Source: an optimization exercise on an open RTL-to-GDS flow (aim: small area, a short achievable clock period and few clock cycles). Production flows keep margins and buffers that such runs may drop. The RTL was checked by simulation tests, not by an equivalence proof against the original design. Power figures rest on the tool's default switching activity, not on a simulated workload.

Design systolic_matvec, start of the top module:
module systolic_matvec (
   input  logic         clk,
   input  logic         reset,
   input  logic         in_valid,
   output logic         in_ready,
   input  logic [15:0]  in_data,
   input  logic [127:0] in_weight,
   input  logic         in_last,
   output logic         out_valid,
   input  logic         out_ready,
   output logic [39:0]  out_data,
   output logic [2:0]   out_index,
   output logic         out_last,
   output logic         busy
);
   localparam int NC = 9;
   logic        ir;         
   logic        v1;         
   logic        l1;         
   logic        open_q;     
   logic        done_q;     
   logic        fresh_q;    
   logic        gate_q;     
   logic        bval;       
   logic [2:0]  k;          
   logic [7:0]  ksel;       
   logic        sv;         
   logic        ov;         
   logic        busy_q;
   logic        accept, xfer, take_o, fill_s;
   logic        l1_n, open_n, done_n, fresh_n, bval_n, sv_n, ov_n, gate_n;
   assign accept = in_valid & ir & reset;
   assign xfer   = done_q & ~bval;
   assign take_o = sv & (~ov | out_ready);
   assign fill_s = bval & (~sv | take_o);
   always_comb begin
      l1_n    = accept & in_last;
      open_n  = accept ? ~in_last : open_q;
      done_n  = l1 ? 1'b1 : (xfer ? 1'b0 : done_q);
      fresh_n = v1 ? 1'b0 : (fresh_q | xfer);
      bval_n  = xfer ? 1'b1 : ((fill_s && k == 3'd7) ? 1'b0 : bval);
      sv_n    = fill_s ? 1'b1 : (take_o ? 1'b0 : sv);
  ...
Size in the first run: about 1300 flip-flops.
export LEC_CHECK = 0
export CAP_MARGIN = 20
export CORE_MARGIN = 2
export CORE_UTILIZATION = 40
export SLEW_MARGIN = 60
export SYNTH_HIERARCHICAL = 1
create_clock -name core_clock -period 11.0 [get_ports {clk}]
standard.sh (not shown) runs the stock make flow with config.mk's settings and CLKGATE_MAP_FILE= SYNTH_SCRIPT=/design/flow/synth_recipe.tcl, a recipe that flattens the netlist after the stock synthesis.
==> flow/flow/run.sh <==
#!/bin/bash
# The standard layout (standard.sh: standard synthesis, floorplan, place,
# CTS, route, finish), with the timing-repair steps asked to leave 7 ns of setup
# slack at the design's 11 ns clock, so that they work on the slow paths.
# make's full output goes to flow_standard.log; each ORFS step also keeps its
# own log under orfs/logs/.
set -euo pipefail
bash standard.sh SETUP_SLACK_MARGIN=7 finish > flow_standard.log 2>&1
The first run passed the timing, DRC and antenna checks.
Testbench counts at the start, summed over its fixed seeds: cycles 7,191.
Then changed:
==> flow/run.sh (new file) <==
#!/bin/bash
# synth_recipe.tcl (not shown) runs the flow's synth.tcl, then flattens the netlist and writes it again
# the make line also repeats each setting of config.mk as NAME=value (left out here)
make -C /OpenROAD-flow-scripts/flow DESIGN_CONFIG=/design/flow/config.mk WORK_HOME=/design/flow/orfs CLKGATE_MAP_FILE= SYNTH_SCRIPT=/design/flow/synth_recipe.tcl finish
removed: flow/flow/run.sh
removed: flow/standard.sh
Outcome: Cell area falls by about 3.2%. Fmax drops by about 10%. Hold slack is better by 0.0099 ns. Global-route usage goes up by 0.51 points. Count of clock-buffer cells in the layout goes down by 12. Register-to-register slack degrades by 0.42 ns. Final cell count decreases by about 2.2%. Synthesized cell count does not change. Worst setup slack gets worse by 0.42 ns.

---

systolic_matvec, a different RTL version from the one above (not shown whole).
Size in the first run: about 8500 cells after synthesis, roughly 91000 um2 of cells after synthesis.
==> flow/config.mk <==
export PLATFORM = sky130hd
export DESIGN_NAME = systolic_matvec
export DESIGN_NICKNAME = systolic_matvec
export VERILOG_FILES = /design/flow/design.v
export SDC_FILE = /design/flow/constraint.sdc
export NUM_CORES = 4
export LEC_CHECK = 0
export CAP_MARGIN = 20
export CORE_MARGIN = 2
export CORE_UTILIZATION = 55
export SLEW_MARGIN = 60
export SYNTH_HIERARCHICAL = 1
==> flow/constraint.sdc <==
create_clock -name core_clock -period 11.0 [get_ports {clk}]
set_input_delay 2.2000 -clock core_clock [delete_from_list [all_inputs] [get_ports {clk}]]
set_output_delay 2.2000 -clock core_clock [all_outputs]
set_load 0.01 [all_outputs]
==> flow/flow/run.sh <==
#!/bin/bash
# The standard layout (standard.sh: standard synthesis, floorplan, place,
# CTS, route, finish), with the timing-repair steps asked to leave 7 ns of setup
# slack at the design's 11 ns clock, so that they work on the slow paths.
# make's full output goes to flow_standard.log; each ORFS step also keeps its
# own log under orfs/logs/.
set -euo pipefail
bash standard.sh SETUP_SLACK_MARGIN=7 finish > flow_standard.log 2>&1
The baseline ran to the end with no violations.
Testbench counts at the start, summed over its fixed seeds: cycles 7,191.
Change:
Settings changed: CORE_UTILIZATION 55 to 40.
After rerunning:
- The new run finished clean
- routed wire length climbs by a few percent
- synthesized area stays the same
- global-route usage drops by 9.0 points
- critical path depth drops by 1
- total power stays flat
- sequential cell count does not change
- utilization drops by 17 points
- final area climbs slightly
- synthesized cell count is unchanged
- worst setup slack gets better by 0.034 ns
- sequential power hardly moves

==> afterwards: timing with drivers on the ports <==
The results above use ideal ports. As a check the final layouts listed here were re-extracted and re-timed, cells and wires unchanged.
Step 1 assumes that a clkbuf_16 drives the clock port and a buf_2 every other input.
Step 2 adds t to the input delays and takes it off the output delays; t is the mean of the earliest and latest rising clock arrival at the registers after step 1. Input paths then give back, and output paths get back, about the clock's delay inside the block.
a / b / c = ideal / step 1 / step 2; a / b = the first two.
run	shift t [ns]	setup slack, ns	worst hold slack (ns)	worst setup path at the end
the first run of note 1	0.910	7.037 / 6.982 / 6.296	0.408 / 0.408 / 0.408	input to register
the second run of note 1	0.921	6.615 / 6.615 / 6.394	0.417 / 0.417 / 0.417	input to register
the first run of note 2	0.883	6.921 / 6.921 / 6.295	0.415 / 0.415 / 0.415	input to register
the second run of note 2	0.899	6.955 / 6.955 / 6.402	0.410 / 0.410 / 0.410	input to register
After both steps setup and hold are still met in every run listed. For the first run of note 1, which loses most, drivers alone change the setup slack by -0.055 ns; drivers and shift together by -0.741 ns.
